Background: an optimization exercise with open tools, aiming at small area, a short achievable clock period and few clock cycles. Do not read the settings as production practice.
RTL that was checked went through simulation tests only; none was proved equivalent to the original.
No functional check of the RTL was part of runs 3 to 5.
Power and IR drop assume default switching activity.

`flow/design.v`:
```
package ctw_pkg;
	localparam int TIMER_COUNT = 16;
	localparam int TIME_BITS   = 32;
	localparam int EXP_BITS    = 16;   
	localparam int ID_W        = $clog2(TIMER_COUNT);
	typedef enum logic [1:0] {
		OP_SCHED = 2'd0,
		OP_STOP  = 2'd1,
		OP_TICK  = 2'd2,
		OP_NONE  = 2'd3
	} op_t;
	typedef enum logic [1:0] {
		KIND_SCHED      = 2'd0,
		KIND_STOP       = 2'd1,
		KIND_FIRED      = 2'd2,
		KIND_IDLE_TICK  = 2'd3
	} kind_t;
endpackage
module ctw_mem (
	input  logic                                              clk,
	input  logic                                              wr_en,
	input  logic [ctw_pkg::ID_W-1:0]                          wr_addr,
	input  logic [ctw_pkg::EXP_BITS-1:0]                      wr_data,
	output logic [ctw_pkg::TIMER_COUNT*ctw_pkg::EXP_BITS-1:0] rd_all
);
	logic [ctw_pkg::EXP_BITS-1:0] mem [0:ctw_pkg::TIMER_COUNT-1];
	for (genvar i = 0; i < ctw_pkg::TIMER_COUNT; i++) begin : g_ent
		always_ff @(posedge clk) begin
			if (wr_en && (wr_addr == ctw_pkg::ID_W'(i))) begin
				mem[i] <= wr_data;
			end
		end
		assign rd_all[i*ctw_pkg::EXP_BITS +: ctw_pkg::EXP_BITS] = mem[i];
	end
endmodule
module callout_timer_wheel (
	input  logic        clk,
	input  logic        arst_n,
	input  logic        s_axis_tvalid,
	output logic        s_axis_tready,
	input  logic [23:0] s_axis_tdata,   
	input  logic [1:0]  s_axis_tuser,   
	output logic        m_axis_tvalid,
	input  logic        m_axis_tready,
	output logic [39:0] m_axis_tdata,   
	output logic [1:0]  m_axis_tuser,   
	output logic        m_axis_tlast
);
	localparam int N = ctw_pkg::TIMER_COUNT;
	localparam int E = ctw_pkg::EXP_BITS;
	logic        c_valid_q;
	logic [1:0]  c_op_q;
	logic [3:0]  c_id_q;
	logic [15:0] c_dly_q;    
	logic        c1_valid_q;
	logic [1:0]  c1_op_q;
	logic [3:0]  c1_id_q;
	logic [15:0] c1_dly_q;
	logic        ready_q;
	logic [1:0]  in_op;
	logic [3:0]  in_id;
	logic [15:0] in_dly;
	logic [31:0]  time_q;
	logic [N-1:0] pending_q;
	logic [N-1:0] fire_q;      
	logic         busy_q;      
	logic [15:0]  due_t_q;     
	logic [N-1:0] older_q [N];   
	logic         out_valid_q;
	logic [1:0]   out_kind_q;
	logic [3:0]   out_id_q;
	logic         out_pend_q;
	logic [31:0]  out_time_q;
	logic         out_last_q;
	logic         out_free, exec, accept, is_none, wr_sched;
	logic         do_sched, do_stop, do_tick, emit;
	logic [N-1:0] id_dec;
	logic [N*E-1:0] exp_all;
	logic [31:0]  sum, tinc;
	logic [E-1:0] target;
	logic [N-1:0] due;
	logic [N-1:0] oldest, rest;
	logic         more;
	logic [3:0]   oid;
	logic [N-1:0] older [N];   
	assign is_none  = c_op_q == ctw_pkg::OP_NONE;
	assign out_free = !out_valid_q || m_axis_tready;
	assign exec     = c_valid_q && (is_none || (!busy_q && out_free));
	assign s_axis_tready = ready_q;
	assign accept   = s_axis_tvalid && s_axis_tready;
	assign do_sched = exec && (c_op_q == ctw_pkg::OP_SCHED);
	assign do_stop  = exec && (c_op_q == ctw_pkg::OP_STOP);
	assign do_tick  = exec && (c_op_q == ctw_pkg::OP_TICK);
	assign emit     = busy_q && out_free;
	assign wr_sched = c_valid_q && (c_op_q == ctw_pkg::OP_SCHED) && !busy_q;
	always_comb begin
		id_dec = '0;
		id_dec[c_id_q] = 1'b1;
	end
	assign sum  = time_q + {16'd0, c_dly_q};
	assign tinc = time_q + 32'd1;
	assign target = due_t_q;
	ctw_mem u_mem (
		.clk     (clk),
		.wr_en   (wr_sched),
		.wr_addr (c_id_q),
		.wr_data (sum[E-1:0]),
		.rd_all  (exp_all)
	);
	for (genvar i = 0; i < N; i++) begin : g_due
		assign due[i] = exp_all[i*E +: E] == target;
	end
	for (genvar i = 0; i < N; i++) begin : g_old_i
		for (genvar j = 0; j < N; j++) begin : g_old_j
			if (i < j) begin : g_lo
				always_ff @(posedge clk) begin
					older_q[i][j] <= (older_q[i][j] || (wr_sched && id_dec[j])) && !(wr_sched && id_dec[i]);
				end
				assign older[i][j] = older_q[i][j];
			end else if (i > j) begin : g_hi
				assign older[i][j] = !older_q[j][i];
			end else begin : g_eq
				assign older[i][j] = 1'b0;
			end
		end
	end
	for (genvar i = 0; i < N; i++) begin : g_sel
		logic [N-1:0] beat;
		for (genvar j = 0; j < N; j++) begin : g_b
			assign beat[j] = fire_q[j] && older[j][i];
		end
		assign oldest[i] = fire_q[i] && !(|beat);
	end
	assign rest = fire_q & ~oldest;
	always_comb begin
		logic any;
		any  = 1'b0;
		more = 1'b0;
		for (int i = 0; i < N; i++) begin
			more = more | (any & fire_q[i]);
			any  = any | fire_q[i];
		end
	end
	always_comb begin
		oid = 4'd0;
		for (int i = 0; i < N; i++) begin
			if (oldest[i]) oid = oid | 4'(i);
		end
	end
	assign in_op  = s_axis_tuser;
	assign in_id  = s_axis_tdata[3:0];
	assign in_dly = {s_axis_tdata[19:5], s_axis_tdata[4] || (s_axis_tdata[19:5] == 15'd0)};
	always_ff @(posedge clk or negedge arst_n) begin
		if (!arst_n) begin
			c_valid_q  <= 1'b0;
			c1_valid_q <= 1'b0;
			ready_q    <= 1'b1;
		end else begin
			if (exec) begin
				c_valid_q  <= c1_valid_q || accept;
				c1_valid_q <= c1_valid_q && accept;
				ready_q    <= 1'b1;
			end else begin
				c_valid_q  <= c_valid_q || accept;
				c1_valid_q <= c1_valid_q || (c_valid_q && accept);
				ready_q    <= !(c1_valid_q || (c_valid_q && accept));
			end
		end
	end
	always_ff @(posedge clk) begin
		if (exec ? c1_valid_q : !c_valid_q) begin
			if (c1_valid_q) begin
				c_op_q  <= c1_op_q;
				c_id_q  <= c1_id_q;
				c_dly_q <= c1_dly_q;
			end else begin
				c_op_q  <= in_op;
				c_id_q  <= in_id;
				c_dly_q <= in_dly;
			end
		end else if (exec && accept) begin
			c_op_q  <= in_op;
			c_id_q  <= in_id;
			c_dly_q <= in_dly;
		end
		if (accept && c_valid_q && !(exec && !c1_valid_q)) begin
			c1_op_q  <= in_op;
			c1_id_q  <= in_id;
			c1_dly_q <= in_dly;
		end
	end
	always_ff @(posedge clk or negedge arst_n) begin
		if (!arst_n) begin
			time_q    <= '0;
			due_t_q   <= 16'd2;
			pending_q <= '0;
			fire_q    <= '0;
			busy_q    <= 1'b0;
		end else begin
			if (do_sched) begin
				pending_q[c_id_q] <= 1'b1;
				fire_q[c_id_q]    <= c_dly_q == 16'd1;
			end
			if (do_stop) begin
				pending_q[c_id_q] <= 1'b0;
				fire_q[c_id_q]    <= 1'b0;
			end
			if ((do_tick || emit) && !more) begin
				due_t_q <= due_t_q + 16'd1;
			end
			if (do_tick) begin
				time_q    <= tinc;
				pending_q <= pending_q & ~fire_q;
				if (more) begin
					busy_q <= 1'b1;
					fire_q <= rest;
				end else begin
					fire_q <= due & pending_q & ~fire_q;
				end
			end
			if (emit) begin
				if (more) begin
					fire_q <= rest;
				end else begin
					busy_q <= 1'b0;
					fire_q <= due & pending_q;
				end
			end
		end
	end
	always_ff @(posedge clk or negedge arst_n) begin
		if (!arst_n) begin
			out_valid_q <= 1'b0;
		end else if (do_sched || do_stop || do_tick || emit) begin
			out_valid_q <= 1'b1;
		end else if (m_axis_tready) begin
			out_valid_q <= 1'b0;
		end
	end
	always_ff @(posedge clk) begin
		if (do_sched || do_stop) begin
			out_kind_q <= do_sched ? ctw_pkg::KIND_SCHED : ctw_pkg::KIND_STOP;
			out_id_q   <= c_id_q;
			out_pend_q <= pending_q[c_id_q];
			out_time_q <= do_sched ? sum : 32'd0;
			out_last_q <= 1'b1;
		end
		if (do_tick || emit) begin
			out_kind_q <= (fire_q != '0) ? ctw_pkg::KIND_FIRED : ctw_pkg::KIND_IDLE_TICK;
			out_id_q   <= oid;
			out_pend_q <= 1'b0;
			out_last_q <= !more;
		end
		if (do_tick) begin
			out_time_q <= (fire_q != '0) ? tinc : 32'd0;
		end
	end
	assign m_axis_tvalid = out_valid_q;
	assign m_axis_tdata  = {3'b000, out_time_q, out_pend_q, out_id_q};
	assign m_axis_tuser  = out_kind_q;
	assign m_axis_tlast  = out_last_q;
endmodule
```
`flow/run.sh`:
```
#!/bin/bash
# synth_recipe.tcl (not shown) runs the flow's synth.tcl, then flattens the netlist and writes it again
# the make line also repeats each setting of config.mk as NAME=value (left out here)
make -C /OpenROAD-flow-scripts/flow DESIGN_CONFIG=/design/flow/config.mk WORK_HOME=/design/flow/orfs CLKGATE_MAP_FILE= SYNTH_SCRIPT=/design/flow/synth_recipe.tcl finish
```
`flow/config.mk`:
```
export PLATFORM = sky130hd
export DESIGN_NAME = callout_timer_wheel
export DESIGN_NICKNAME = callout_timer_wheel
export VERILOG_FILES = /design/flow/design.v
export SDC_FILE = /design/flow/constraint.sdc
export NUM_CORES = 4
export LEC_CHECK = 0
export ABC_AREA = 1
export CAP_MARGIN = 20
export CORE_MARGIN = 2
export CORE_UTILIZATION = 40
export CTS_CLUSTER_DIAMETER = 100
export CTS_CLUSTER_SIZE = 24
export SETUP_SLACK_MARGIN = 2.5
export SLEW_MARGIN = 20
```
`flow/constraint.sdc`:
```
create_clock -name core_clock -period 5.0 [get_ports {clk}]
set_input_delay 1.0000 -clock core_clock [delete_from_list [all_inputs] [get_ports {clk}]]
set_output_delay 1.0000 -clock core_clock [all_outputs]
set_load 0.01 [all_outputs]
```
==> out/results.txt, run 1 <==
Status - no timing/DRC/antenna violations
CP bufs+invs - 2
Non-Filler Instances - 3,851
Design Area, Final - 30,700 um2
Core box area - 65,500 um2
Port bufs - 67
Initial antenna violation count - 0
Post-placement cell count - 3,702
Unrepaired setup endpoints after global routing - true
Share of cells above drive strength 1 - 14.2%
Area leader, netlist - edfxtp_1
Critical path class - reg2reg
Clk Latency, worst-skew pair - 0.63 ns
Area Overhead vs Synth - 16.6%
Cell Area, Placed - 28,100 um2
Clock root buffer - clkbuf_16
Crit start category - flop
Worst path top cell family by delay - simple AND/OR/NAND/NOR gates
Total track usage - 26.2%
Synth warn - 5
Largest net degree at the start of global routing - 62
WHS - 0.475 ns
Post-Synthesis Cells - 2,837
Rows - 94
Syn_area_per_cell - 9.28 um2
Worst-path cell chain - nor2_1 > nand3_2 > clkinv_4 > nand2_1 > nor2_1 > buf_4
Levels on crit path - 6
Worst min-delay path class - reg2reg
Io pins - 75
Final HPWL DP - 58,700 um
Worst vdd ir - 292 uV
DR DRC count - 0
Number of synthesized flops with an enable pin - 339
H-tree depth - 1
Worst path required time - 5.31 ns
Vias in the first global route - 21,100
Async set-reset flop share out of synthesis - 15.6%
Initial DRT Pass Iterations - 6
Setup_tns - 0 ns
Max-cap viol count - 0
Die area - 67,900 um2
Worst Path Max Fanout - 17
Starting density of the core - 40.2%
DR WL/cell - 23.7 um
Crit path DAT - 2.82 ns
WHS Path Cells - 2
Clock Sinks - 545
Fill count - 6,039
Max Buffers Root-to-Sink - 3
Yosys reg bits - 545
Pwr/cell area - 236 nW/um2
Worst Skew - 0.0274 ns
DRT iter0 DRCs - 2,597
Nets - 3,023
Mapped Area - 26,300 um2
Cts hold-fix bufs - 0
Clk pin slew, worst setup/hold paths - 0.11 ns
Final min period - 2.51 ns
Finish-stage setup viols - 0
Via count - 22,300
R2r worst-path depth - 6
Crit-path max cell delay - 0.50 ns
CP max stage cell - edfxtp_1
Endpoints failing hold - 0
Final GP Congestion - 0.939
Crit. End Element - flop
Most frequent CP cell - nor2_1
Die H - 261 um
DRT antenna net count - 0
Max_slew headroom - 24.9%
CTS tree - yes
Sequential fraction of the synthesis area - 55.9%
Achievable Freq - 399 MHz
Synth unique cells - 56
Total CTS buffers - 26
Die width - 261 um
Actual slew at the worst max-slew pin - 1.13 ns
Fin. max-slew vios - 0
Finished Core Util - 46.9%
Post-synth top area share - 38.6%
Final WL - 91,200 um
Ant. Diodes - 0
First-pass GRT wire length - 133,000 um
Ys flop type - edfxtp_1
Static leakage - 0.0119 uW
Main area contributors after synthesis - edfxtp_1 (39%), dfxtp_1 (9.2%), dfrtp_1 (7.9%), nand2_1 (7.8%), o21ai_0 (4.5%)
Via density - 5.78
Final Cycle Share - 50.1%
GRT overflow - 0
==> tightest hold or removal path, cell delays in order (launching register included) <==
cell	delay (ns)
dfxtp_1	0.34
inv_1	0.05
a21oi_1	0.05
==> kinds of logic (layout without fill, tap and decap cells) <==
family	count (synthesis)	after routing	synth area share (%)
AOI/OAI and AO/OA	563	563	12.4
xor gates and xnor gates	154	154	5.18
adders and majority gates	24	24	1.17
buffers and inverters	435	581	6.53
DFF	545	545	55.9
muxes	18	18	0.770
other	1	3	0.0142
and+or+nand+nor	1097	1099	18.1
==> report_power, final <==
part | switching, uW | internal [uW] | total, uW
logic | 26.9 | 18.6 | 45.6
clock network | 1470 | 1020 | 2490
registers | 0.0000000000000620 | 4730 | 4730
==> area by class of cell <==
class | count | area [um2] | share of cell area, %
timing repair inverter | 8 | 57.6 | 0.187
clock buffer | 44 | 739 | 2.41
tap | 864 | 1080 | 3.52
inverter | 311 | 1270 | 4.13
sequential | 545 | 14800 | 48.1
clock inverter | 2 | 21.3 | 0.0692
timing repair buffer | 216 | 2150 | 6.99
multi-input combinational | 1861 | 10600 | 34.6
==> worst paths after layout <==
path	end	slack, ns	startpoint
setup / recovery	u_mem.mem[15][7]$_DFFE_PP_	2.49	c_op_q[1]$_DFFE_PP_
min in group asynchronous	due_t_q[2]$_DFFE_PN0P_	0.51	arst_n
hold / removal	older_q[0][3]$_DFF_P_	0.48	older_q[0][3]$_DFF_P_
hold reg to reg	older_q[0][3]$_DFF_P_	0.48	older_q[0][3]$_DFF_P_
setup reg to reg	u_mem.mem[15][7]$_DFFE_PP_	2.49	c_op_q[1]$_DFFE_PP_
max in group asynchronous	fire_q[9]$_DFF_PN0_	3.47	arst_n
==> sequential cells by signal, summed over array words and instances (netlist names), 2 cells and up <==
| name | flops |
|---|---|
| u_mem.mem | 256 |
| older_q | 120 |
| out_time_q | 32 |
| time_q | 32 |
| c1_dly_q | 16 |
| c_dly_q | 16 |
| due_t_q | 16 |
| fire_q | 16 |
| pending_q | 16 |
| c1_id_q | 4 |
| c_id_q | 4 |
| out_id_q | 4 |
| c1_op_q | 2 |
| c_op_q | 2 |
| out_kind_q | 2 |
==> metrics by stage <==
step / setup slack (ns) / power (uW)
4_1_cts: 2.42 / 7290
6_report: 2.49 / 7260
3_3_place_gp: 1.08 / 4870
2_1_floorplan: 2.09 / 4830
5_1_grt: 2.43 / 7430
3_5_place_dp: 1.12 / 4870
==> what timing repair did <==
item	CTS	global route
buffers inserted	46	44
setup endpoints to repair	587	251
gates cloned	11	2
gates resized for setup	189	97
pin swaps	16	15
==> cell usage in the layout, fill, tap and decap left out, types with 18 or more instances in the layout <==
cell	count
a21oi_1	120
buf_12	23
buf_4	113
clkbuf_16	27
clkdlybuf4s50_1	24
clkinvlp_4	28
dfrtp_1	63
dfxtp_1	121
dlygate4sd2_1	42
edfxtp_1	339
inv_1	269
mux2_2	18
nand2_1	517
nand3_1	120
nand4_1	68
nor2_1	203
nor3_1	47
nor4_1	26
o2111ai_1	20
o211ai_1	19
o21ai_0	217
o21ai_1	31
o22ai_1	61
or2_2	33
xnor2_1	32
xor2_1	106
==> Yosys cell counts, types with 66 or more instances <==
master / instances
a21oi_1: 126
edfxtp_1: 339
dfrtp_1: 83
dfxtp_1: 121
nor2_1: 226
nand3_1: 126
nand2_1: 544
clkbuf_1: 66
o21ai_0: 235
inv_1: 300
xor2_1: 116
nand4_1: 68
==> per-layer routing <==
layer  GRT usage, %  up-vias  share of wire, %
met1           35.2    10800                40
met2           43.6     1266                47
met4           9.51        0               3.7
li1               -     9965                 -
met5              0        -                 0
met3           3.38      219               8.9
Testbench counts, summed over its fixed seeds: cycles 3,314.
==> run 2: changes to the inputs <==
--- a/flow/config.mk
+++ b/flow/config.mk
@@ -13,3 +13,3 @@
 export CTS_CLUSTER_SIZE = 24
-export SETUP_SLACK_MARGIN = 2.5
+export SETUP_SLACK_MARGIN = 2.4
 export SLEW_MARGIN = 20
==> run 2 against run 1 <==
  * Sequential share of layout area up 0.66 points
  * Critical endpoint is now m_axis_tdata[6]
  * Clock skew fell by 0.0099 ns
  * Largest power group unchanged
  * Wire length shrank 1.5%
  * Core utilization down 0.66 points
  * Register-to-register slack got worse by 0.02 ns
  * Critical path depth fell by 5
==> out/results.txt, run 2 <==
Status - no timing/DRC/antenna violations
Crit-path max cell delay - 0.56 ns (+0.06 ns)
Synth warn - 5 (unchanged)
Most common cell after layout, fill and taps aside - nand2_1
Mapped Area - 26,300 um2 (unchanged)
Total track usage - 25.9% (-0.33 points)
Sequential fraction of the synthesis area - 55.9% (unchanged)
Largest net degree at the start of global routing - 65 (+4.8%)
First-pass GRT wire length - 132,000 um (-0.49%)
Fill count - 6,121 (+1.4%)
Via density - 5.75 (-0.60%)
GRT overflow - 0 (unchanged)
Post-Synthesis Cells - 2,837 (unchanged)
H-tree depth - 1 (unchanged)
Crit start category - flop
Worst min-delay path class - reg2reg
Crit. End Element - output port
CP bufs+invs - 1 (-1)
Worst vdd ir - 239 uV (-18%)
Initial DRT Pass Iterations - 6 (unchanged)
DR DRC count - 0 (unchanged)
Max Buffers Root-to-Sink - 3 (unchanged)
Via count - 22,000 (-1.1%)
Area Overhead vs Synth - 15.0%
Die width - 261 um (unchanged)
Synth Area in Adders - 1.17% (unchanged)
Worst Path Max Fanout - 1 (-16)
Area leader, netlist - edfxtp_1
Most frequent cells in the layout - nand2_1 (520), edfxtp_1 (339), inv_1 (276)
Compound-Gate Fraction of Synth Area - 12.4% (unchanged)
Most common cell in the synthesized netlist - nand2_1
Post-Synth Simple-Gate Area - 18.1% (unchanged)
Nets - 3,000 (-0.76%)
Unrepaired setup endpoints after global routing - true
Largest family of logic cells by synthesized area - simple AND/OR/NAND/NOR gates
DRT antenna net count - 0 (unchanged)
Clk pin slew, worst setup/hold paths - 0.10 ns (about the same)
Yosys reg bits - 545 (unchanged)
Worst Skew - 0.0175 ns (-0.00992 ns)
Synth Area in XOR/XNOR - 5.18% (unchanged)
Worst path top cell family by delay - buffers and inverters
Clock root buffer - clkbuf_16
Final Cycle Share - 50.9% (+0.75 points)
Main area contributors after synthesis - edfxtp_1 (39%), dfxtp_1 (9.2%), dfrtp_1 (7.9%), nand2_1 (7.8%), o21ai_0 (4.5%)
Static leakage - 0.0118 uW (-0.98%)
Rows - 94 (unchanged)
Setup_tns - 0 ns (unchanged)
Tot Pwr - 7230 uW (-0.37%)
Fin. max-slew vios - 0 (unchanged)
Final GP Congestion - 0.986 (+5.1%)
Vias in the first global route - 21,100 (+0.14%)
Number of synthesized flops with an enable pin - 339 (unchanged)
Final HPWL DP - 58,000 um (-1.2%)
Core box area - 65,500 um2 (unchanged)
Max_slew headroom - 30.3% (+5.3 points)
CP max stage cell - clkdlybuf4s50_1
Syn_area_per_cell - 9.28 um2 (unchanged)
Worst-path cell chain - clkdlybuf4s50_1
Clock Sinks - 545 (unchanged)
Async set-reset flop share out of synthesis - 15.6% (unchanged)
Share of cells above drive strength 1 - 12.6% (-1.6 points)
Worst path required time - 4.00 ns (-1.31 ns)
Biggest register - u_mem.mem
Starting density of the core - 40.2% (unchanged)
Crit path DAT - 1.54 ns (-1.28 ns)
Storage element area - 14,800 um2 (about the same)
Max reg flops - 256 (unchanged)
Final WL - 89,800 um (-1.5%)
Port bufs - 67 (unchanged)
Endpoints failing hold - 0 (unchanged)
Area of the multi-input gates - 10,500 um2 (-1.7%)
R2r worst-path depth - 6 (unchanged)
DRT iter0 DRCs - 2,463 (-5.2%)
Actual slew at the worst max-slew pin - 1.05 ns (-0.0797 ns)
Synth unique cells - 56 (unchanged)
Io pins - 75 (unchanged)
Final min period - 2.54 ns (+0.0376 ns)
Synth top cells by count - nand2_1 (544), edfxtp_1 (339), inv_1 (300), o21ai_0 (235), nor2_1 (226)
Levels on crit path - 1 (-5)
Max-cap viol count - 0 (unchanged)
Clk Latency, worst-skew pair - 0.61 ns (-0.02 ns)
Die H - 261 um (unchanged)
WHS Path Cells - 2 (unchanged)
Initial antenna violation count - 2 (+2)
Largest regs - u_mem.mem: 256 flops, older_q: 120 flops
Post-synth top area share - 38.6% (unchanged)
Achievable Freq - 393 MHz (-1.5%)
Critical path class - reg2out
CTS tree - yes
Mux share of post-synthesis cell area - 0.770% (unchanged)
Total CTS buffers - 26 (unchanged)
Die area - 67,900 um2 (unchanged)
Ys flop type - edfxtp_1
DR WL/cell - 23.5 um (-0.99%)
Finish-stage setup viols - 0 (unchanged)
Pwr/cell area - 239 nW/um2 (+1.0%)
## run 2: cell counts after synthesis
No cell type changed its count.
## run 2: final timing paths
kind                                              endpoint  slack [ns]               startpoint
max in group asynchronous              fire_q[9]$_DFF_PN0_        3.46                   arst_n
worst max register to register  u_mem.mem[13][1]$_DFFE_PP_        2.47      c_op_q[1]$_DFFE_PP_
worst min register to register       older_q[0][2]$_DFF_P_        0.47    older_q[0][2]$_DFF_P_
worst max-delay path                       m_axis_tdata[6]        2.46  out_time_q[1]$_DFFE_PP_
worst min-delay path                 older_q[0][2]$_DFF_P_        0.47    older_q[0][2]$_DFF_P_
min in group asynchronous           due_t_q[6]$_DFFE_PN0P_        0.55                   arst_n
## run 2: layout make-up
class	count	area share, %
Antenna cell	1	0.00826
Inverter	311	4.16
Clock buffer	45	2.38
Tap cell	864	3.57
Timing Repair Buffer	194	6.38
Clock inverter	2	0.0826
Sequential cell	545	48.8
Timing Repair inverter	7	0.153
Multi-Input combinational cell	1861	34.5
## run 2: metal layers
layer | part of all wire, % | GRT usage (%) | vias to the layer above
met5 | 0.013 | 0 | -
met1 | 40 | 34.7 | 10700
met2 | 47 | 42.7 | 1153
met3 | 8.9 | 3.26 | 212
li1 | - | - | 9922
met4 | 4.4 | 10.4 | 2
## run 2: metrics by stage
stage	std cells	hold slack, ns	utilization (%)	instance area (um2)	setup slack, ns
5_1_grt	3829	0.499	46.2	30300	2.36
2_1_floorplan	2839	0.439	-	26400	2.09
6_report	3830	0.474	46.2	30300	2.46
4_1_cts	3811	0.470	45.7	29900	2.37
3_3_place_gp	3698	0.447	42.9	28100	0.935
3_5_place_dp	3699	0.455	43.0	28200	0.966
## run 2: repair_timing
item | in CTS | in global routing
gates resized for setup | 112 | 74
buffers inserted | 56 | 16
gates cloned | 9 | 2
hold buffers | 0 | 0
setup endpoints to repair | 587 | 276
pin swaps | 8 | 12
## run 2: report_power, final
group	internal (uW)	leakage (uW)	switching [uW]
Combinational	18.5	0.00655	26.9
Clock	999	0.000354	1460
Sequential	4730	0.00489	0.0000000000000554
## run 2: cell families after synthesis
group,Yosys count
and+or+nand+nor,1097
AOI/OAI and AO/OA,563
DFF,545
buffers and inverters,435
xor gates and xnor gates,154
adders and majority gates,24
muxes,18
other,1
## run 2: worst reg2reg max path: stages (launching register included)
cell and delay (ns):
edfxtp_1 0.50, nor2_1 0.22, nand3_2 0.32, clkinv_4 0.31, nand2_1 0.25, nor2_2 0.43
buf_6 0.22
==> run 3: changes to the inputs <==
--- a/flow/design.v
+++ b/flow/design.v
@@ -65,2 +65,3 @@
 	logic [N-1:0] fire_q;      
+	logic [N-1:0] emit_q;      
 	logic         busy_q;      
@@ -81,3 +82,3 @@
 	logic [N-1:0] due;
-	logic [N-1:0] oldest, rest;
+	logic [N-1:0] sel, oldest, rest;
 	logic         more;
@@ -116,3 +117,5 @@
 				always_ff @(posedge clk) begin
-					older_q[i][j] <= (older_q[i][j] || (wr_sched && id_dec[j])) && !(wr_sched && id_dec[i]);
+					if (wr_sched && (id_dec[i] || id_dec[j])) begin
+						older_q[i][j] <= id_dec[j];
+					end
 				end
@@ -126,2 +129,3 @@
 	end
+	assign sel = busy_q ? emit_q : fire_q;
 	for (genvar i = 0; i < N; i++) begin : g_sel
@@ -129,7 +133,7 @@
 		for (genvar j = 0; j < N; j++) begin : g_b
-			assign beat[j] = fire_q[j] && older[j][i];
-		end
-		assign oldest[i] = fire_q[i] && !(|beat);
-	end
-	assign rest = fire_q & ~oldest;
+			assign beat[j] = sel[j] && older[j][i];
+		end
+		assign oldest[i] = sel[i] && !(|beat);
+	end
+	assign rest = sel & ~oldest;
 	always_comb begin
@@ -139,4 +143,4 @@
 		for (int i = 0; i < N; i++) begin
-			more = more | (any & fire_q[i]);
-			any  = any | fire_q[i];
+			more = more | (any & sel[i]);
+			any  = any | sel[i];
 		end
@@ -197,2 +201,3 @@
 			fire_q    <= '0;
+			emit_q    <= '0;
 			busy_q    <= 1'b0;
@@ -207,22 +212,11 @@
 			end
-			if ((do_tick || emit) && !more) begin
-				due_t_q <= due_t_q + 16'd1;
-			end
 			if (do_tick) begin
 				time_q    <= tinc;
+				due_t_q   <= due_t_q + 16'd1;
 				pending_q <= pending_q & ~fire_q;
-				if (more) begin
-					busy_q <= 1'b1;
-					fire_q <= rest;
-				end else begin
-					fire_q <= due & pending_q & ~fire_q;
-				end
-			end
-			if (emit) begin
-				if (more) begin
-					fire_q <= rest;
-				end else begin
-					busy_q <= 1'b0;
-					fire_q <= due & pending_q;
-				end
+				fire_q    <= due & pending_q & ~fire_q;
+			end
+			if (do_tick || emit) begin
+				emit_q <= rest;
+				busy_q <= more;
 			end
@@ -248,3 +242,3 @@
 		if (do_tick || emit) begin
-			out_kind_q <= (fire_q != '0) ? ctw_pkg::KIND_FIRED : ctw_pkg::KIND_IDLE_TICK;
+			out_kind_q <= (sel != '0) ? ctw_pkg::KIND_FIRED : ctw_pkg::KIND_IDLE_TICK;
 			out_id_q   <= oid;
--- a/flow/config.mk
+++ b/flow/config.mk
@@ -11,5 +11,3 @@
 export CORE_UTILIZATION = 40
-export CTS_CLUSTER_DIAMETER = 100
-export CTS_CLUSTER_SIZE = 24
-export SETUP_SLACK_MARGIN = 2.4
+export SETUP_SLACK_MARGIN = 2.5
 export SLEW_MARGIN = 20
==> run 3 against run 2 <==
  * Clock power is 99% higher
  * Highest routed layer unchanged
  * Non-clock buffer count grew 45
  * Final area is 11% higher
  * Register-to-register slack got worse by 0.08 ns
  * Global-route usage decreased by 1.3 points
  * Wire length up 0.11%
  * Critical path depth grew 13
  * Core utilization up 3.0 points
  * Clock skew grew 0.015 ns
  * Critical path type is now reg2reg
  * Flip-flop and latch count rose by 16
==> out/results.txt, run 3 <==
R2r worst-path depth - 14 (+8)
First-pass GRT wire length - 130,000 um (-2.1%)
Final Cycle Share - 52.2% (+1.3 points)
Max reg flops - 256 (unchanged)
Core box area - 68,200 um2 (+4.1%)
Port bufs - 67 (unchanged)
Tot Pwr - 9940 uW (+37%)
Clk Latency, worst-skew pair - 0.65 ns (+0.04 ns)
Synth warn - 5 (unchanged)
WHS Path Cells - 2 (unchanged)
Min-delay src - emit_q[2]$_DFFE_PN0N_
RR Endpoint - out_id_q[1]$_DFFE_PP_
Most common cell after layout, fill and taps aside - nand2_1
Ant. Diodes - 0 (-1)
Ys flop type - edfxtp_1
Largest regs - u_mem.mem: 256 flops, older_q: 120 flops
Static leakage - 0.0125 uW (+5.6%)
Initial DRT Pass Iterations - 7 (+1)
Crit. End Element - flop
DR WL/cell - 23.6 um (+0.59%)
Largest net degree at the start of global routing - 59 (-9.2%)
Sequential fraction of the synthesis area - 59.6% (+3.6 points)
Number of synthesized flops with an enable pin - 459 (+35%)
Non-Filler Instances - 3,812 (-0.47%)
GRT overflow - 0 (unchanged)
Unrepaired setup endpoints after global routing - true
Worst-path cell chain - buf_12 > nand2_1 > nand2_2 > clkinvlp_4 > buf_12 > nand2_1 > nand4_1 > nor2_1 > nand4_1 > o21ai_0 > nor2_1 > nand3b_1 > nand2_1 > inv_1
DRT antenna net count - 0 (unchanged)
Post-Synthesis Cells - 2,673 (-5.8%)
Post-placement cell count - 3,587 (-3.0%)
CTS tree - yes
Nets - 2,932 (-2.3%)
Worst Skew - 0.0329 ns (+0.0154 ns)
WHS - 0.484 ns (+0.0109 ns)
Status - no timing/DRC/antenna violations
Starting density of the core - 40.2% (about the same)
Final min period - 2.61 ns (+0.0651 ns)
Max Buffers Root-to-Sink - 3 (unchanged)
Crit start category - flop
Crit path DAT - 3.13 ns (+1.59 ns)
Worst Path Max Fanout - 7 (+6)
Vias in the first global route - 20,500 (-2.9%)
Rows - 96 (+2.1%)
Endpoints failing hold - 0 (unchanged)
Crit-path max cell delay - 0.61 ns (+0.05 ns)
Biggest register - u_mem.mem
Finished Core Util - 49.2% (+3.0 points)
Die width - 266 um (+2.0%)
Critical path class - reg2reg
Via density - 5.62 (-2.3%)
Worst hold endpoint - emit_q[2]$_DFFE_PN0N_
Area leader, netlist - edfxtp_1
Clk pin slew, worst setup/hold paths - 0.06 ns (-0.04 ns)
Fill count - 6,121 (unchanged)
Max-cap viol count - 0 (unchanged)
Most frequent CP cell - nand2_1
Die area - 70,700 um2 (+4.1%)
Max_slew headroom - 28.5% (-1.7 points)
Total CTS buffers - 59 (+130%)
Main area contributors after synthesis - edfxtp_1 (50%), dfrtp_1 (9.0%), nand2_1 (6.9%), xnor2_1 (4.6%), nor2_1 (3.3%)
Final HPWL DP - 59,100 um (+1.8%)
Worst min-delay path class - reg2reg
Most common cell in the synthesized netlist - nand2_1
Achievable Freq - 383 MHz (-2.5%)
DR DRC count - 0 (unchanged)
Synth top cells by count - nand2_1 (503), edfxtp_1 (459), nor2_1 (241), inv_1 (213), o21ai_0 (163)
Synth unique cells - 64 (+14%)
Clock Sinks - 561 (+2.9%)
Area Overhead vs Synth - 22.5%
Setup_tns - 0 ns (unchanged)
Worst path required time - 5.52 ns (+1.52 ns)
DRT iter0 DRCs - 2,104 (-15%)
Io pins - 75 (unchanged)
Worst vdd ir - 257 uV (+7.6%)
CP max stage cell - dfrtp_4
Final WL - 89,900 um (+0.11%)
Final GP Congestion - 0.981 (-0.56%)
H-tree depth - 2 (+1)
Die H - 266 um (+2.0%)
Syn_area_per_cell - 10.3 um2 (+11%)
Post-synth top area share - 50.3% (+12 points)
Async set-reset flop share out of synthesis - 18.0% (+2.4 points)
Fin. max-slew vios - 0 (unchanged)
Mapped Area - 27,400 um2 (+4.1%)
Worst r2r src - busy_q$_DFFE_PN0N_
Most frequent cells in the layout - nand2_1 (464), edfxtp_1 (459), nor2_1 (211)
Finish-stage setup viols - 0 (unchanged)
Total track usage - 24.7% (-1.3 points)
Share of cells above drive strength 1 - 19.3% (+6.7 points)
Pwr/cell area - 296 nW/um2 (+24%)
Actual slew at the worst max-slew pin - 1.07 ns (+0.0232 ns)
Clock root buffer - clkbuf_16
R2R Setup Slk - 2.39 ns (-0.08 ns)
Via count - 21,400 (-2.7%)
Yosys reg bits - 561 (+2.9%)
Initial antenna violation count - 4 (+2)
[run 3: metal layers]
| metal | track usage, % | vias up | share of wire [%] |
|---|---|---|---|
| met1 | 33.0 | 10500 | 41 |
| met4 | 11.2 | 2 | 5.2 |
| met5 | 0 | - | 0.014 |
| met2 | 40.1 | 1018 | 47 |
| li1 | - | 9678 | - |
| met3 | 3.33 | 218 | 7.4 |
[run 3: worst max-delay path: cells and delay by family, from the launching register on]
family	cells	cell delay (ns)
simple gates	9	1.04
flops	1	0.61
compound gates	1	0.24
buf+inv	4	0.57
[run 3: worst max-delay path by stage]
stage,from,end,slack [ns],cells after the start
floorplan,busy_q$_DFFE_PN0N_,u_mem.mem[4][0]$_DFFE_PP_,2.43,6
finish,busy_q$_DFFE_PN0N_,out_id_q[1]$_DFFE_PP_,2.39,14
CTS,c_id_q[0]$_DFFE_PP_,fire_q[5]$_DFF_PN0_,2.48,16
detailed placement,m_axis_tready,out_time_q[16]$_DFFE_PP_,1.18,12
global placement,m_axis_tready,out_time_q[16]$_DFFE_PP_,1.19,12
global route,busy_q$_DFFE_PN0N_,out_id_q[1]$_DFFE_PP_,2.35,12
[run 3: kinds of logic (layout without fill, tap and decap cells)]
kind of cell,after synthesis,after routing,share of synthesized area (%)
buf+inv,335,588,4.96
xor+xnor,244,244,7.79
mux,16,16,0.657
flops,561,561,59.6
simple gates,1081,1083,17.4
compound gates,412,412,8.54
fa+ha+maj,23,23,1.08
other cells,1,3,0.0137
[run 3: cell type report]
type	count	area [um2]	area share, %
repair inverters	5	51.3	0.153
repair buffers	239	2250	6.71
inverters	232	980	2.92
multi-input cells	1781	10700	31.8
well taps	882	1100	3.29
clock buffers	73	1600	4.76
flip-flops and latches	561	16400	48.7
clock inverters	39	563	1.68
[run 3: power by group]
part               switching [uW]  internal [uW]  leakage [uW]
Sequential     0.0000000000000221           4990       0.00544
Clock                        1900           2990       0.00105
Combinational                30.5           19.1       0.00596
[run 3: stage by stage]
stage	setup WS, ns	instance area (um2)
after detailed placement	1.18	29400
final	2.39	33600
after CTS	2.48	32400
after global routing	2.35	33600
after global placement	1.19	29400
after floorplan	2.43	27500
[run 3: timing repair]
action | CTS | global route
hold buffers | 0 | 0
resized for setup | 159 | 172
endpoints found under the setup margin | 557 | 323
setup buffers | 45 | 58
pin swaps | 13 | 23
endpoints found under the hold margin | 0 | 0
gates cloned | 3 | 7
==> run 4: changes to the inputs <==
--- a/flow/config.mk
+++ b/flow/config.mk
@@ -11,3 +11,3 @@
 export CORE_UTILIZATION = 40
-export SETUP_SLACK_MARGIN = 2.5
+export SETUP_SLACK_MARGIN = 2.75
 export SLEW_MARGIN = 20
==> run 4 against run 3 <==
  * Flip-flop and latch count stayed put
  * Fmax is 4.6% higher
  * Core utilization is 4.8 points higher
  * Non-clock buffer count is 137 higher
  * Critical path type unchanged
  * Global-route usage is 1.1 points higher
  * First-iteration DRC count is 36% higher
  * Still clean
==> out/results.txt, run 4 <==
Status - no timing/DRC/antenna violations
Synth warn - 5 (unchanged)
CTS tree - yes
Pwr/cell area - 272 nW/um2 (-8.0%)
Endpoints failing hold - 0 (unchanged)
RR Endpoint - out_id_q[1]$_DFFE_PP_
Crit path launch - busy_q$_DFFE_PN0N_
Max Buffers Root-to-Sink - 3 (unchanged)
Port bufs - 67 (unchanged)
Clk pwr share - 49.7% (+0.5 points)
Net Sw Frac - 19.9% (+0.47 points)
Worst vdd ir - 219 uV (-15%)
DR DRC count - 0 (unchanged)
Crit start category - flop
Internal power - 8040 uW (+0.42%)
Worst path top cell family by delay - simple AND/OR/NAND/NOR gates
Final WL - 98,600 um (+9.7%)
Mapped Area - 27,400 um2 (unchanged)
Max reg flops - 256 (unchanged)
Critical path class - reg2reg
Crit path DAT - 2.98 ns (-0.15 ns)
Worst path required time - 5.49 ns (-0.03 ns)
Sequential fraction of the synthesis area - 59.6% (unchanged)
Syn_area_per_cell - 10.3 um2 (unchanged)
Initial antenna violation count - 4 (unchanged)
Rows - 96 (unchanged)
Synth top cells by count - nand2_1 (503), edfxtp_1 (459), nor2_1 (241), inv_1 (213), o21ai_0 (163)
Clock Sinks - 561 (unchanged)
Starting density of the core - 40.2% (unchanged)
Actual slew at the worst max-slew pin - 0.875 ns (-0.194 ns)
Fin. max-slew vios - 0 (unchanged)
Post-synth top area share - 50.3% (unchanged)
Io pins - 75 (unchanged)
NetSw - 2000 uW (+3.5%)
Area of the multi-input gates - 12,100 um2 (+13%)
Most common cell in the synthesized netlist - nand2_1
Storage element area - 16,400 um2 (+0.11%)
Fill count - 5,585 (-8.8%)
Post-Synthesis Cells - 2,673 (unchanged)
Total track usage - 25.8% (+1.1 points)
Yosys reg bits - 561 (unchanged)
CP bufs+invs - 4 (unchanged)
Via density - 5.77 (+2.6%)
Async set-reset flop share out of synthesis - 18.0% (unchanged)
Finish-stage setup viols - 0 (unchanged)
DRT antenna net count - 0 (unchanged)
DRT iter0 DRCs - 2,865 (+36%)
Clock root buffer - clkbuf_16
Worst Skew - 0.0326 ns (-0.000287 ns)
Die area - 70,700 um2 (unchanged)
Synth unique cells - 64 (unchanged)
Worst-path cell chain - buf_12 > clkinv_16 > buf_4 > nand2_2 > nand2_4 > nand2_1 > nand4_1 > nor2_2 > nand4_1 > o21ai_1 > nor2_1 > nand3b_1 > nand2_2 > inv_2
Share of cells above drive strength 1 - 30.6% (+11 points)
Reg power frac - 49.8% (-0.5 points)
Max_slew headroom - 41.6% (+13 points)
Core box area - 68,200 um2 (unchanged)
Die H - 266 um (unchanged)
Crit-path max cell delay - 0.58 ns (-0.03 ns)
Number of synthesized flops with an enable pin - 459 (unchanged)
Static leakage - 0.0138 uW (+11%)
Setup_tns - 0 ns (unchanged)
Via count - 22,900 (+6.8%)
DR WL/cell - 24.9 um (+5.4%)
Initial DRT Pass Iterations - 9 (+2)
First-pass GRT wire length - 135,000 um (+4.5%)
Vias in the first global route - 21,200 (+3.6%)
Final min period - 2.50 ns (-0.114 ns)
Most common cell after layout, fill and taps aside - edfxtp_1
Worst min-delay path class - in2async
Die width - 266 um (unchanged)
Worst r2r src - busy_q$_DFFE_PN0N_
Biggest register - u_mem.mem
CP max stage cell - dfrtp_4
Nets - 3,086 (+5.3%)
Cts hold-fix bufs - 0 (unchanged)
Comb power frac - 0.5% (about the same)
R2r worst-path depth - 14 (unchanged)
Clk pin slew, worst setup/hold paths - 0.06 ns (about the same)
Clk Latency, worst-skew pair - 0.61 ns (-0.04 ns)
Largest regs - u_mem.mem: 256 flops, older_q: 120 flops
Area Overhead vs Synth - 34.4%
Main area contributors after synthesis - edfxtp_1 (50%), dfrtp_1 (9.0%), nand2_1 (6.9%), xnor2_1 (4.6%), nor2_1 (3.3%)
Total CTS buffers - 66 (+12%)
Ys flop type - edfxtp_1
Final Cycle Share - 49.9% (-2.3 points)
Final GP Congestion - 0.927 (-5.5%)
Max-cap viol count - 0 (unchanged)
Unrepaired setup endpoints after global routing - true
R2R Setup Slk - 2.50 ns (+0.11 ns)
Final HPWL DP - 58,300 um (-1.3%)
Area leader, netlist - edfxtp_1
Achievable Freq - 401 MHz (+4.6%)
Crit. End Element - flop
H-tree depth - 3 (+1)
Most frequent cells in the layout - edfxtp_1 (459), nand2_1 (394), buf_4 (201)
Worst Path Max Fanout - 8 (+1)
GRT overflow - 0 (unchanged)
Largest net degree at the start of global routing - 68 (+15%)
WHS - 0.355 ns (-0.130 ns)
## run 4: worst max-delay path by stage
stage	end	cells after the start
finish	out_id_q[1]$_DFFE_PP_	14
global route	out_id_q[0]$_DFFE_PP_	14
CTS	out_id_q[2]$_DFFE_PP_	11
detailed placement	out_id_q[1]$_DFFE_PP_	16
global placement	out_id_q[0]$_DFFE_PP_	16
floorplan	u_mem.mem[4][0]$_DFFE_PP_	6
## run 4: repair_timing
item,4_1_cts,5_1_grt
cloned,13,12
gates resized for setup,470,363
pin swaps,67,107
endpoints found under the setup margin,941,298
setup buffers,123,128
## run 4: layer usage
| layer | track usage (%) | part of all wire [%] |
|---|---|---|
| met2 | 41.6 | 46 |
| met4 | 11.9 | 5.8 |
| met1 | 33.9 | 38 |
| met3 | 4.73 | 9.5 |
| met5 | 0 | 0.042 |
## run 4: per-stage QoR
step	setup WS, ns	utilization [%]	total power [uW]	area (um2)	std cells
after floorplan	2.43	-	5100	27700	2675
after global placement	1.40	43.1	5140	29400	3570
after detailed placement	1.35	43.1	5140	29400	3570
after CTS	2.53	50.3	10100	34300	3825
after global routing	2.47	54.0	10300	36900	3966
final	2.50	54.0	10000	36900	3967
## run 4: power by group through the flow
stage | Clock [uW] | Sequential [uW] | Combinational, uW
after detailed placement | 0 | 5090 | 50.3
after global placement | 0 | 5090 | 49.7
after CTS | 5040 | 5000 | 50.5
after floorplan | 0 | 5090 | 5.14
after global routing | 5230 | 4990 | 56.7
final | 4990 | 5000 | 52.1
## run 4: area by class of cell
type                    count  area share [%]
repair buffers            376            10.7
well taps                 882            2.99
flip-flops and latches    561            44.4
repair inverters           10           0.302
clock inverters            27           0.896
diodes                      1         0.00679
clock buffers              92            5.14
inverters                 232            2.80
multi-input cells        1786            32.7
## run 4: kinds of logic (layout without fill, tap and decap cells)
logic type / after synthesis / count (layout) / synth area share (%)
flip-flops: 561 / 561 / 59.6
other: 1 / 4 / 0.0137
AND/OR/NAND/NOR: 1081 / 1088 / 17.4
adder cells (fa/ha/maj): 23 / 23 / 1.08
multiplexers: 16 / 16 / 0.657
XOR/XNOR: 244 / 244 / 7.79
buffers and inverters: 335 / 737 / 4.96
AO/OA/AOI/OAI: 412 / 412 / 8.54
==> run 5: changes to the inputs <==
--- a/flow/design.v
+++ b/flow/design.v
@@ -117,5 +117,3 @@
 				always_ff @(posedge clk) begin
-					if (wr_sched && (id_dec[i] || id_dec[j])) begin
-						older_q[i][j] <= id_dec[j];
-					end
+					older_q[i][j] <= (older_q[i][j] || (wr_sched && id_dec[j])) && !(wr_sched && id_dec[i]);
 				end
--- a/flow/config.mk
+++ b/flow/config.mk
@@ -11,3 +11,5 @@
 export CORE_UTILIZATION = 40
-export SETUP_SLACK_MARGIN = 2.75
+export CTS_CLUSTER_DIAMETER = 100
+export CTS_CLUSTER_SIZE = 24
+export SETUP_SLACK_MARGIN = 2.5
 export SLEW_MARGIN = 20
==> run 5 against run 4 <==
  * Via count decreased by 7.4%
  * Synthesized area decreased by 3.6%
  * Die area decreased by 3.5%
  * First-iteration DRC count decreased by 23%
  * Core utilization decreased by 6.3 points
  * Highest routed layer is now met4
  * Register-to-register slack got worse by 0.04 ns
  * Global-route usage decreased by 1.1 points
  * Setup slack got worse by 0.042 ns
  * Critical path type unchanged
  * Flip-flop and latch count unchanged
  * Clock-buffer cell count decreased by 46
==> out/results.txt, run 5 <==
Clock root buffer - clkbuf_16
Finished Core Util - 47.7% (-6.3 points)
Starting density of the core - 40.3% (+0.090 points)
Crit path DAT - 2.92 ns (-0.06 ns)
Most common cell in the synthesized netlist - nand2_1
Biggest register - u_mem.mem
First-pass GRT wire length - 126,000 um (-6.8%)
Number of synthesized flops with an enable pin - 339 (-26%)
Worst vdd ir - 265 uV (+21%)
Share of cells above drive strength 1 - 16.3% (-14 points)
Internal power - 5970 uW (-26%)
Max reg flops - 256 (unchanged)
Net Sw Frac - 20.9% (+0.95 points)
Final GP Congestion - 0.955 (+2.9%)
Final min period - 2.54 ns (+0.0417 ns)
Die width - 261 um (-1.8%)
Endpoints failing hold - 0 (unchanged)
WHS - 0.394 ns (+0.0393 ns)
Most common cell after layout, fill and taps aside - nand2_1
Crit start category - flop
H-tree depth - 1 (-2)
Cell Area, Placed - 28,400 um2 (-3.5%)
Worst path required time - 5.38 ns (-0.11 ns)
Syn_area_per_cell - 9.74 um2 (-5.0%)
Largest regs - u_mem.mem: 256 flops, older_q: 120 flops
Total CTS buffers - 28 (-58%)
Initial antenna violation count - 0 (-4)
Most frequent cells in the layout - nand2_1 (422), edfxtp_1 (339), inv_1 (276)
Fin. max-slew vios - 0 (unchanged)
Status - no timing/DRC/antenna violations
Static leakage - 0.0124 uW (-11%)
Ant. Diodes - 0 (-1)
Finish-stage setup viols - 0 (unchanged)
Crit-path max cell delay - 0.39 ns (-0.19 ns)
Nets - 2,952 (-4.3%)
Critical path class - reg2reg
Total track usage - 24.6% (-1.1 points)
DR WL/cell - 22.8 um (-8.3%)
Yosys reg bits - 561 (unchanged)
Die area - 68,200 um2 (-3.5%)
Clk Latency, worst-skew pair - 0.63 ns (+0.02 ns)
Initial DRT Pass Iterations - 5 (-4)
Comb power frac - 0.6% (about the same)
Setup_tns - 0 ns (unchanged)
Actual slew at the worst max-slew pin - 0.905 ns (+0.0301 ns)
Port bufs - 67 (unchanged)
Post-Synthesis Cells - 2,714 (+1.5%)
DR DRC count - 0 (unchanged)
Largest net degree at the start of global routing - 80 (+18%)
Reg power frac - 64.3% (+15 points)
Area Overhead vs Synth - 18.4%
Worst Skew - 0.0302 ns (-0.00243 ns)
Most frequent CP cell - buf_12
CP max stage cell - dfrtp_1
Via count - 21,200 (-7.4%)
Async set-reset flop share out of synthesis - 18.0% (unchanged)
Worst min-delay path class - in2async
Design Area, Final - 31,300 um2 (-15%)
Vias in the first global route - 20,100 (-5.2%)
Post-synth top area share - 38.5% (-12 points)
Final Cycle Share - 50.7% (+0.83 points)
Worst-path cell chain - ha_2 > inv_2 > fa_2 > nand3b_1 > nand2_2 > nand3_2 > nand2_4 > a21boi_4 > o31ai_4 > xor2_2 > buf_12 > buf_12
Synth unique cells - 57 (-11%)
Max_slew headroom - 39.2% (-2.4 points)
GRT overflow - 0 (unchanged)
Worst path top cell family by delay - adder cells
DRT iter0 DRCs - 2,217 (-23%)
Mapped Area - 26,400 um2 (-3.6%)
Rows - 94 (-2.1%)
Final HPWL DP - 55,700 um (-4.5%)
Clock Sinks - 561 (unchanged)
Final WL - 86,200 um (-13%)
Synth warn - 5 (unchanged)
Crit. End Element - flop
Core box area - 65,600 um2 (-3.8%)
Main area contributors after synthesis - edfxtp_1 (39%), dfrtp_1 (9.4%), dfxtp_1 (9.2%), nand2_1 (6.6%), xnor2_1 (4.7%)
Sequential fraction of the synthesis area - 57.2% (-2.3 points)
Area leader, netlist - edfxtp_1
Io pins - 75 (unchanged)
Ys flop type - edfxtp_1
Via density - 5.60 (-2.8%)
DRT antenna net count - 0 (unchanged)
CTS tree - yes
Achievable Freq - 394 MHz (-1.6%)
Max-cap viol count - 0 (unchanged)
Unrepaired setup endpoints after global routing - true
Worst Path Max Fanout - 10 (+2)
Clk pin slew, worst setup/hold paths - 0.10 ns (+0.04 ns)
Max Buffers Root-to-Sink - 3 (unchanged)
CP bufs+invs - 3 (-1)
Synth top cells by count - nand2_1 (466), edfxtp_1 (339), inv_1 (296), o21ai_0 (231), nor2_1 (200)
Pwr/cell area - 241 nW/um2 (-11%)
Die H - 261 um (-1.8%)
Clk pwr share - 35.0% (-15 points)
NetSw - 1580 uW (-21%)
run 5: changes by cell type in the layout (fill, tap and decap cells not counted), moves of 41 or more:
cell | before | now
edfxtp_1 | 459 | 339
inv_1 | 179 | 276
buf_4 | 201 | 152
clkbuf_16 | 75 | 29
buf_12 | 54 | 13
dfxtp_1 | 1 | 121
o21ai_0 | 111 | 221
run 5: cell families (layout without fill, tap and decap cells):
logic type	count (synthesis)	after routing	synth area share (%)
adder cells (fa/ha/maj)	24	24	1.16
XOR/XNOR	215	215	7.15
AO/OA/AOI/OAI	513	513	11.3
buffers and inverters	411	612	6.18
flip-flops	561	561	57.2
multiplexers	18	18	0.767
AND/OR/NAND/NOR	971	972	16.2
other	1	3	0.0142
run 5: cell type report:
class / count / area, um2
Clock buffer: 46 / 778
Clock inverter: 4 / 60.1
Fill cell: 6094 / 34300
Inverter: 311 / 1270
Multi-Input combinational cell: 1745 / 10700
Sequential cell: 561 / 15100
Tap cell: 864 / 1080
Timing Repair Buffer: 247 / 2230
Timing Repair inverter: 4 / 31.3
run 5: metrics by stage:
| step | setup slack (ns) | power (uW) | cells |
|---|---|---|---|
| floorplan | 2.44 | 4960 | 2716 |
| global placement | 1.07 | 5010 | 3610 |
| detailed placement | 1.11 | 5010 | 3610 |
| CTS | 2.37 | 7590 | 3717 |
| global route | 2.39 | 7750 | 3782 |
| finish | 2.46 | 7540 | 3782 |
run 5: power by group through the flow:
stage / combinational, uW / clock [uW] / sequential [uW]
floorplan: 4.85 / 0 / 4960
global placement: 48.1 / 0 / 4960
detailed placement: 49.1 / 0 / 4960
CTS: 49.4 / 2690 / 4850
global route: 53.2 / 2840 / 4860
finish: 48.2 / 2640 / 4850
run 5: routing by layer:
layer	track usage, %	wire, um	up-vias
li1	-	-	9630
met1	34.7	37200	10500
met2	40.1	39900	929
met3	2.52	6300	144
met4	7.88	2860	0
met5	0	0	-
run 5: worst paths after layout:
check / start / to / slack, ns / depth (start not counted)
setup / recovery: time_q[0]$_DFFE_PN0P_ / u_mem.mem[13][12]$_DFFE_PP_ / 2.46 / 12
hold / removal: arst_n / time_q[15]$_DFFE_PN0P_ / 0.39 / 1
setup reg to reg: time_q[0]$_DFFE_PN0P_ / u_mem.mem[13][12]$_DFFE_PP_ / 2.46 / 12
hold reg to reg: older_q[9][14]$_DFF_P_ / older_q[9][14]$_DFF_P_ / 0.48 / 2
max in group asynchronous: arst_n / due_t_q[13]$_DFFE_PN0P_ / 3.67 / 2
min in group core_clock: older_q[9][14]$_DFF_P_ / older_q[9][14]$_DFF_P_ / 0.48 / 2
run 5: worst register-to-register path: stages, from the launching register on:
cell and delay (ns):
dfrtp_1 0.39, ha_2 0.21, inv_2 0.04, fa_2 0.35
nand3b_1 0.19, nand2_2 0.10, nand3_2 0.09, nand2_4 0.13
a21boi_4 0.11, o31ai_4 0.26, xor2_2 0.12, buf_12 0.15
buf_12 0.15
run 5: timing repair:
| item | in CTS | in global routing |
|---|---|---|
| resized for setup | 197 | 122 |
| gates cloned | 4 | 2 |
| endpoints found under the setup margin | 722 | 172 |
| pin swaps | 17 | 48 |
| setup buffers | 53 | 63 |
| hold buffers | 0 | 0 |
==> run 6: changes to the inputs <==
--- a/flow/design.v
+++ b/flow/design.v
@@ -65,3 +65,2 @@
 	logic [N-1:0] fire_q;      
-	logic [N-1:0] emit_q;      
 	logic         busy_q;      
@@ -82,3 +81,3 @@
 	logic [N-1:0] due;
-	logic [N-1:0] sel, oldest, rest;
+	logic [N-1:0] oldest, rest;
 	logic         more;
@@ -127,3 +126,2 @@
 	end
-	assign sel = busy_q ? emit_q : fire_q;
 	for (genvar i = 0; i < N; i++) begin : g_sel
@@ -131,16 +129,26 @@
 		for (genvar j = 0; j < N; j++) begin : g_b
-			assign beat[j] = sel[j] && older[j][i];
-		end
-		assign oldest[i] = sel[i] && !(|beat);
-	end
-	assign rest = sel & ~oldest;
-	always_comb begin
-		logic any;
-		any  = 1'b0;
-		more = 1'b0;
-		for (int i = 0; i < N; i++) begin
-			more = more | (any & sel[i]);
-			any  = any | sel[i];
-		end
-	end
+			assign beat[j] = fire_q[j] && older[j][i];
+		end
+		assign oldest[i] = fire_q[i] && !(|beat);
+	end
+	assign rest = fire_q & ~oldest;
+	logic [N-1:0] t_any1, t_two1;
+	logic [N/2-1:0] t_any2, t_two2;
+	logic [N/4-1:0] t_any3, t_two3;
+	logic [N/8-1:0] t_any4, t_two4;
+	assign t_any1 = fire_q;
+	assign t_two1 = '0;
+	for (genvar k = 0; k < N/2; k++) begin : g_m2
+		assign t_any2[k] = t_any1[2*k] | t_any1[2*k+1];
+		assign t_two2[k] = t_any1[2*k] & t_any1[2*k+1];
+	end
+	for (genvar k = 0; k < N/4; k++) begin : g_m3
+		assign t_any3[k] = t_any2[2*k] | t_any2[2*k+1];
+		assign t_two3[k] = t_two2[2*k] | t_two2[2*k+1] | (t_any2[2*k] & t_any2[2*k+1]);
+	end
+	for (genvar k = 0; k < N/8; k++) begin : g_m4
+		assign t_any4[k] = t_any3[2*k] | t_any3[2*k+1];
+		assign t_two4[k] = t_two3[2*k] | t_two3[2*k+1] | (t_any3[2*k] & t_any3[2*k+1]);
+	end
+	assign more = t_two4[0] | t_two4[1] | (t_any4[0] & t_any4[1]);
 	always_comb begin
@@ -199,3 +207,2 @@
 			fire_q    <= '0;
-			emit_q    <= '0;
 			busy_q    <= 1'b0;
@@ -210,11 +217,22 @@
 			end
+			if ((do_tick || emit) && !more) begin
+				due_t_q <= due_t_q + 16'd1;
+			end
 			if (do_tick) begin
 				time_q    <= tinc;
-				due_t_q   <= due_t_q + 16'd1;
 				pending_q <= pending_q & ~fire_q;
-				fire_q    <= due & pending_q & ~fire_q;
-			end
-			if (do_tick || emit) begin
-				emit_q <= rest;
-				busy_q <= more;
+				if (more) begin
+					busy_q <= 1'b1;
+					fire_q <= rest;
+				end else begin
+					fire_q <= due & pending_q & ~fire_q;
+				end
+			end
+			if (emit) begin
+				if (more) begin
+					fire_q <= rest;
+				end else begin
+					busy_q <= 1'b0;
+					fire_q <= due & pending_q;
+				end
 			end
@@ -240,3 +258,3 @@
 		if (do_tick || emit) begin
-			out_kind_q <= (sel != '0) ? ctw_pkg::KIND_FIRED : ctw_pkg::KIND_IDLE_TICK;
+			out_kind_q <= (fire_q != '0) ? ctw_pkg::KIND_FIRED : ctw_pkg::KIND_IDLE_TICK;
 			out_id_q   <= oid;
--- a/flow/config.mk
+++ b/flow/config.mk
@@ -11,5 +11,5 @@
 export CORE_UTILIZATION = 40
-export CTS_CLUSTER_DIAMETER = 100
-export CTS_CLUSTER_SIZE = 24
-export SETUP_SLACK_MARGIN = 2.5
+export CTS_CLUSTER_DIAMETER = 90
+export CTS_CLUSTER_SIZE = 27
+export SETUP_SLACK_MARGIN = 2.45
 export SLEW_MARGIN = 20
==> run 6 against run 5 <==
  * Fmax decreased by 0.27%
  * First-iteration DRC count shrank 5.3%
  * Largest cell class unchanged
  * Non-clock buffer count down 90
  * Sequential power down 2%
  * Setup slack got worse by 0.0067 ns
  * Register-to-register slack about the same
  * Final area increased by 0.33%
  * Core utilization fell by 2.7 points
  * Still clean on timing, DRC and antenna
  * Via count is 7.8% higher
  * Critical endpoint is now u_mem.mem[4][14]$_DFFE_PP_
==> out/results.txt, run 6 <==
Synth top cells by count - nand2_1 (986), inv_1 (412), edfxtp_1 (339), nor2_1 (305), o21ai_0 (229)
Most frequent cells in the layout - nand2_1 (981), inv_1 (409), edfxtp_1 (339)
Critical path class - reg2reg
Synth unique cells - 54 (-5.3%)
Die H - 269 um (+3.0%)
Actual slew at the worst max-slew pin - 0.969 ns (+0.0634 ns)
Finish-stage setup viols - 0 (unchanged)
Crit start category - flop
Post-synth top area share - 36.3% (-2.2 points)
Clock root buffer - clkbuf_16
Internal power - 5940 uW (-0.52%)
Cts hold-fix bufs - 0 (unchanged)
Worst min-delay path class - in2async
Post-Synthesis Cells - 3,384 (+25%)
Share of cells above drive strength 1 - 8.64% (-7.7 points)
First-pass GRT wire length - 132,000 um (+4.2%)
Largest regs - u_mem.mem: 256 flops, older_q: 120 flops
Reg power frac - 62.4% (-1.9 points)
Max_slew headroom - 35.4% (-3.8 points)
Setup_tns - 0 ns (unchanged)
Core box area - 69,800 um2 (+6.3%)
Async set-reset flop share out of synthesis - 15.6% (-2.4 points)
Sequential fraction of the synthesis area - 52.5% (-4.7 points)
H-tree depth - 1 (unchanged)
Max reg flops - 256 (unchanged)
DRT antenna net count - 0 (unchanged)
Main area contributors after synthesis - edfxtp_1 (36%), nand2_1 (13%), dfxtp_1 (8.6%), dfrtp_1 (7.4%), inv_1 (5.5%)
Synth Area in Adders - 1.10% (-0.067 points)
Design Area, Final - 31,400 um2 (+0.33%)
Worst vdd ir - 222 uV (-16%)
Unrepaired setup endpoints after global routing - true
Largest net degree at the start of global routing - 57 (-29%)
Initial DRT Pass Iterations - 6 (+1)
DRT iter0 DRCs - 2,100 (-5.3%)
Via count - 22,900 (+7.8%)
Final min period - 2.54 ns (+0.00675 ns)
Rows - 97 (+3.2%)
R2R Setup Slk - 2.46 ns (about the same)
Die area - 72,300 um2 (+6.0%)
Via density - 5.18 (-7.6%)
Compound-Gate Fraction of Synth Area - 7.67% (-3.6 points)
Total track usage - 24.2% (-0.48 points)
Total CTS buffers - 29 (+3.6%)
Cell Area, Placed - 29,700 um2 (+4.8%)
Status - no timing/DRC/antenna violations
Clk Latency, worst-skew pair - 0.61 ns (-0.02 ns)
Syn_area_per_cell - 8.29 um2 (-15%)
Final HPWL DP - 61,600 um (+11%)
NetSw - 1640 uW (+4.1%)
Comb power frac - 0.6% (about the same)
GRT overflow - 0 (unchanged)
Starting density of the core - 40.2% (-0.095 points)
Yosys reg bits - 545 (-2.9%)
Final Cycle Share - 50.9% (+0.13 points)
Mapped Area - 28,000 um2 (+6.1%)
Static leakage - 0.0132 uW (+7.2%)
Worst Path Max Fanout - 8 (-2)
Ys flop type - edfxtp_1
Clk pwr share - 37.0% (+2.0 points)
Largest family of logic cells by synthesized area - simple AND/OR/NAND/NOR gates
Crit path DAT - 2.88 ns (-0.04 ns)
Nets - 3,506 (+19%)
Vias in the first global route - 21,500 (+7.0%)
Area leader, netlist - edfxtp_1
DR WL/cell - 19.9 um (-13%)
DR DRC count - 0 (unchanged)
Most common cell in the synthesized netlist - nand2_1
Fill count - 6,788 (+11%)
Achievable Freq - 393 MHz (-0.27%)
Port bufs - 67 (unchanged)
Max Buffers Root-to-Sink - 3 (unchanged)
Fin. max-slew vios - 0 (unchanged)
Mux share of post-synthesis cell area - 0.522% (-0.24 points)
Clk pin slew, worst setup/hold paths - 0.10 ns (about the same)
Net Sw Frac - 21.6% (+0.76 points)
Synth warn - 5 (unchanged)
R2r worst-path depth - 8 (-4)
Max-cap viol count - 0 (unchanged)
Biggest register - u_mem.mem
Clock Sinks - 545 (-2.9%)
Pwr/cell area - 241 nW/um2 (+0.11%)
Most common cell after layout, fill and taps aside - nand2_1
Worst Skew - 0.0157 ns (-0.0144 ns)
CTS tree - yes
Crit. End Element - flop
Synth Area in XOR/XNOR - 4.34% (-2.8 points)
Area Overhead vs Synth - 11.9%
Worst path required time - 5.34 ns (-0.04 ns)
Io pins - 75 (unchanged)
Initial antenna violation count - 5 (+5)
Final GP Congestion - 0.937 (-1.8%)
Number of synthesized flops with an enable pin - 339 (unchanged)
Final WL - 88,000 um (+2.0%)
Die width - 269 um (+3.0%)
Post-Synth Simple-Gate Area - 25.7% (+9.6 points)
Endpoints failing hold - 0 (unchanged)
[run 6: cell types whose count changed in the layout (fill, tap and decap cells not counted), moves of 20 or more]
cell and change:
nand2_4 -21, nor4_1 -29, xnor2_1 -84, nand3_1 +76, o22ai_1 -41, nand2_1 +559
nand4_1 +27, nor2_1 +120, xor2_1 +20, inv_1 +133, buf_4 -77
[run 6: cell type report]
class	count	area, um2	area share, %
sequential	545	14700	47.0
clock buffer	38	791	2.52
clock inverter	15	184	0.586
antenna	1	2.50	0.00797
timing repair buffer	157	1470	4.69
inverter	433	1660	5.29
tap	940	1180	3.75
timing repair inverter	2	15.0	0.0478
multi-input combinational	2284	11400	36.2
[run 6: layer usage]
metal  track usage (%)  wire [um]  vias up
met2              41.4      42500      696
met3              3.00       5280      148
met4              7.85       3200        4
li1                  -          -    11100
met1              31.8      37000    10900
met5                 0         23        -
[run 6: kinds of logic (layout without fill, tap and decap cells)]
family / count (synthesis) / after routing
buf+inv: 560 / 645
other cells: 1 / 4
mux: 13 / 13
simple gates: 1695 / 1698
compound gates: 407 / 407
flops: 545 / 545
xor+xnor: 139 / 139
fa+ha+maj: 24 / 24
[run 6: metrics by stage]
stage               hold slack (ns)  setup slack (ns)  total power [uW]  util [%]  std cells
floorplan                     0.440              2.07              4830         -       3386
global placement              0.456              1.43              4870      42.6       4327
detailed placement            0.460              1.36              4870      42.6       4327
CTS                           0.473              2.44              7640      44.4       4395
global route                  0.497              2.39              7780      45.0       4414
finish                        0.450              2.46              7580      45.0       4415
[run 6: path summary, 6_finish.rpt]
kind	end	from
worst max-delay path	u_mem.mem[4][14]$_DFFE_PP_	time_q[13]$_DFFE_PN0P_
worst min-delay path	c1_valid_q$_DFF_PN0_	arst_n
worst max register to register	u_mem.mem[4][14]$_DFFE_PP_	time_q[13]$_DFFE_PN0P_
worst min register to register	older_q[0][8]$_DFF_P_	older_q[0][8]$_DFF_P_
max in group asynchronous	time_q[0]$_DFFE_PN0P_	arst_n
min in group core_clock	older_q[0][8]$_DFF_P_	older_q[0][8]$_DFF_P_
[run 6: worst max-delay path, cell delays in order, from the launching register on]
cell,delay (ns)
dfrtp_1,0.48
ha_2,0.46
nand2_1,0.13
nor2_1,0.25
and2_1,0.20
nand2_1,0.07
nand2_2,0.14
nand2_1,0.23
and2_4,0.31
[run 6: repair_timing]
action,in CTS,in global routing
endpoints found under the setup margin,287,236
buffers inserted,12,17
pin swaps,3,12
gates resized for setup,64,62
gates cloned,3,2
[run 6: power by group through the flow]
stage	combinational [uW]	sequential (uW)	clock (uW)
5_1_grt	50.0	4730	3000
3_3_place_gp	46.2	4830	0
6_report	45.1	4730	2810
2_1_floorplan	5.91	4830	0
3_5_place_dp	46.4	4830	0
4_1_cts	46.6	4730	2870
Testbench counts of run 6, summed over its fixed seeds: cycles 3,314.

separate check: timing with driven ports:
The results above use ideal ports. As a check the final layouts listed here were re-extracted and re-timed, cells and wires unchanged. Step 1 assumes that a clkbuf_16 drives the clock port and a buf_2 every other input. Step 2 moves the port delays by t, midway between the first and last clock arrival at a register: inputs arrive t later, outputs are due t later. That takes back most of the time a late clock gives input paths. a / b / c = ideal ports / drivers / drivers and shift; a / b = the first two.
run | t (ns) | slack for setup (ns) | worst setup path at the end | cell pins on the clock port's net
run 1 | 0.675 | 2.493 / 2.464 / 1.900 | input to register | 1
run 2 | 0.671 | 2.455 / 2.389 / 1.951 | input to register | 1
run 3 | 0.700 | 2.390 / 2.390 / 2.018 | input to register | 1
run 4 | 0.664 | 2.505 / 2.505 / 2.152 | input to register | 1
run 5 | 0.679 | 2.463 / 2.463 / 2.209 | input to register | 1
run 6 | 0.665 | 2.456 / 2.432 / 1.919 | input to register | 1
After both steps every run listed still meets setup and hold. The setup slack of run 1, which loses most, moves by -0.029 ns with the drivers and by -0.593 ns with both steps.
